Context: an optimization exercise on an open-source flow, tuned for small area. The choices shown serve that exercise and are no tape-out recipe. The RTL was checked by simulation tests, not by an equivalence proof against the original design. Power figures rest on the tool's default switching activity, not on a simulated workload.

Design aes256_key_expand, start of the top module:
module aes256_key_expand (
  input  logic         clk,
  input  logic         reset,
  input  logic         start,
  input  logic [255:0] key_in,
  output logic         busy,
  output logic         rk_valid,
  input  logic         rk_ready,
  output logic [3:0]   rk_round,
  output logic [31:0]  k0_out,
  output logic [31:0]  k1_out,
  output logic [31:0]  k2_out,
  output logic [31:0]  k3_out,
  output logic         done
);
  aes_key_expand #(.NK(8)) u_core (
    .clk      (clk),
    .reset    (reset),
    .start    (start),
    .key_in   (key_in),
    .busy     (busy),
    .rk_valid (rk_valid),
    .rk_ready (rk_ready),
    .rk_round (rk_round),
    .k0_out   (k0_out),
    .k1_out   (k1_out),
    .k2_out   (k2_out),
    .k3_out   (k3_out),
    .done     (done)
  );
endmodule
Size in the first run: roughly 1100 cells after synthesis, ~270 flip-flops.
Settings: LEC_CHECK=0, CAP_MARGIN=0, CORE_MARGIN=2, CORE_UTILIZATION=40, PLACE_DENSITY=0.65, SLEW_MARGIN=0, SYNTH_KEEP_MODULES=aes_win_hi aes_win_lo aes_subword, BUFFER_PORTS_ARGS=-buffer_cell sky130_fd_sc_hd__buf_1, CTS_ARGS=-sink_clustering_enable -repair_clock_nets -dont_use_dummy_load -sink_clustering_size 10 -sink_clustering_max_diameter 40 -buf_list {sky130_fd_sc_hd__clkbuf_4}; clock period 10.0 ns.
standard.sh (not shown) runs the stock make flow with config.mk's settings and CLKGATE_MAP_FILE= SYNTH_SCRIPT=/design/flow/synth_recipe.tcl, a recipe that flattens the netlist after the stock synthesis.
==> flow/flow/run.sh <==
#!/bin/bash
# Own flow: the standard ORFS layout (standard.sh) with
#  - the standard synthesis script, with ABC mapping done per module with
#    area-oriented scripts instead of ORFS's delay-oriented one: the window
#    bit-select modules (aes_win_hi, aes_win_lo) and the S-box
#    (aes_subword) are kept as modules through mapping and flattened
#    afterwards as usual; the registers and their names are untouched,
#  - buf_1 port buffers instead of ORFS's default port buffer,
#  - a clock tree of small leaf clusters without dummy loads.
# Every tool's output goes to a log file in this folder.
set -euo pipefail
W=$(pwd)
{
  head -n 1 synth_recipe.tcl
  cat <<EOS
proc abc {args} {
  set i [lsearch -exact \$args -script]
  set a_area [lreplace \$args [expr {\$i+1}] [expr {\$i+1}] $W/flow/area.abc]
  set a_amap [lreplace \$args [expr {\$i+1}] [expr {\$i+1}] $W/flow/amap.abc]
  yosys abc {*}\$a_amap aes_win_hi
  yosys abc {*}\$a_area aes_win_lo
  yosys abc {*}\$a_area aes_subword
  yosys abc {*}\$a_area aes256_key_expand
}
EOS
  tail -n +2 synth_recipe.tcl
} > synth_area.tcl
cat >> config.mk <<'EOC'
export SYNTH_KEEP_MODULES = aes_win_hi aes_win_lo aes_subword
export BUFFER_PORTS_ARGS = -buffer_cell sky130_fd_sc_hd__buf_1
export CTS_ARGS = -sink_clustering_enable -repair_clock_nets -dont_use_dummy_load -sink_clustering_size 10 -sink_clustering_max_diameter 40 -buf_list {sky130_fd_sc_hd__clkbuf_4}
EOC
bash standard.sh SYNTH_SCRIPT=$W/synth_area.tcl finish > standard_flow.log 2>&1
==> flow/flow/amap.abc <==
strash
amap
topo
==> flow/flow/area.abc <==
strash
&get -n
&st
&dch
&nf -a -R 1000
&put
topo
The baseline finished with timing, DRC and antenna clean.
Change:
--- a/flow/flow/run.sh
+++ b/flow/flow/run.sh
@@ -6,4 +6,5 @@
 #    (aes_subword) are kept as modules through mapping and flattened
 #    afterwards as usual; the registers and their names are untouched,
+#  - no adder extraction (ADDER_MAP_FILE empty), so ABC maps XOR logic itself,
 #  - buf_1 port buffers instead of ORFS's default port buffer,
 #  - a clock tree of small leaf clusters without dummy loads.
@@ -28,6 +29,7 @@
 cat >> config.mk <<'EOC'
 export SYNTH_KEEP_MODULES = aes_win_hi aes_win_lo aes_subword
+export ADDER_MAP_FILE =
 export BUFFER_PORTS_ARGS = -buffer_cell sky130_fd_sc_hd__buf_1
-export CTS_ARGS = -sink_clustering_enable -repair_clock_nets -dont_use_dummy_load -sink_clustering_size 10 -sink_clustering_max_diameter 40 -buf_list {sky130_fd_sc_hd__clkbuf_4}
+export CTS_ARGS = -sink_clustering_enable -repair_clock_nets -dont_use_dummy_load -sink_clustering_size 20 -sink_clustering_max_diameter 60 -buf_list {sky130_fd_sc_hd__clkbuf_8}
 EOC
 bash standard.sh SYNTH_SCRIPT=$W/synth_area.tcl finish > standard_flow.log 2>&1
Settings changed: CTS_ARGS -sink_clustering_enable -repair_clock_nets -dont_use_dummy_load -sink_clustering_size 10 -sink_clustering_max_diameter 40 -buf_list {sky130_fd_sc_hd__clkbuf_4} to -sink_clustering_enable -repair_clock_nets -dont_use_dummy_load -sink_clustering_size 20 -sink_clustering_max_diameter 60 -buf_list {sky130_fd_sc_hd__clkbuf_8}.
What happened: Worst setup slack is worse by 0.25 ns. Synthesized area decreases slightly. Clock skew decreases by 0.027 ns. Critical path depth decreases by 2. Utilization increases by 0.58 points. Power decreases by a few percent. Clock power increases by a few percent. Final area decreases slightly. Die area decreases slightly. Final cell count decreases slightly. Non-clock buffer count decreases by 2.
Change:
--- a/flow/flow/run.sh
+++ b/flow/flow/run.sh
@@ -31,5 +31,5 @@
 export ADDER_MAP_FILE =
 export BUFFER_PORTS_ARGS = -buffer_cell sky130_fd_sc_hd__buf_1
-export CTS_ARGS = -sink_clustering_enable -repair_clock_nets -dont_use_dummy_load -sink_clustering_size 20 -sink_clustering_max_diameter 60 -buf_list {sky130_fd_sc_hd__clkbuf_8}
+export CTS_ARGS = -sink_clustering_enable -repair_clock_nets -dont_use_dummy_load -sink_clustering_size 10 -sink_clustering_max_diameter 40 -buf_list {sky130_fd_sc_hd__clkbuf_4}
 EOC
 bash standard.sh SYNTH_SCRIPT=$W/synth_area.tcl finish > standard_flow.log 2>&1
Settings changed: CTS_ARGS -sink_clustering_enable -repair_clock_nets -dont_use_dummy_load -sink_clustering_size 20 -sink_clustering_max_diameter 60 -buf_list {sky130_fd_sc_hd__clkbuf_8} to -sink_clustering_enable -repair_clock_nets -dont_use_dummy_load -sink_clustering_size 10 -sink_clustering_max_diameter 40 -buf_list {sky130_fd_sc_hd__clkbuf_4}.
After rerunning:
- total power drops by 0.49%
- synthesized area stays the same
- utilization decreases by 0.10 points
- non-clock buffer count is unchanged
- routed wire length climbs by 0.37%
- die area is unchanged
- clock skew came out higher by 0.022 ns
- final area stays flat
- maximum frequency increases by 0.41%
- clock-buffer cell count grows by 16
- sequential cell count stays the same

==> afterwards: timing with drivers on the ports <==
Ports are ideal in the flow. The routed layouts listed here were re-timed in OpenROAD. Step 1: set_driving_cell puts a clkbuf_16 on clk and a buf_2 on each other input, an assumption about the parent block. Step 2 times the ports against the registers' clock, not the clock port: input delays grow and output delays shrink by t, the midpoint of the rising clock arrivals with the driver on. Three values: ideal ports, drivers, drivers and shift; two values: the first two.
run	t (ns)	slack for setup (ns)	slew at the worst register clock pin (ns)	worst slew at a driven data input, ns
the first run	0.644	2.649 / 2.649 / 2.649	0.11 / 0.11	0.12
the second run	0.589	2.397 / 2.397 / 2.397	0.12 / 0.12	0.07
the third run	0.646	2.429 / 2.429 / 2.429	0.11 / 0.11	0.07
After both steps every run listed still meets setup and hold.
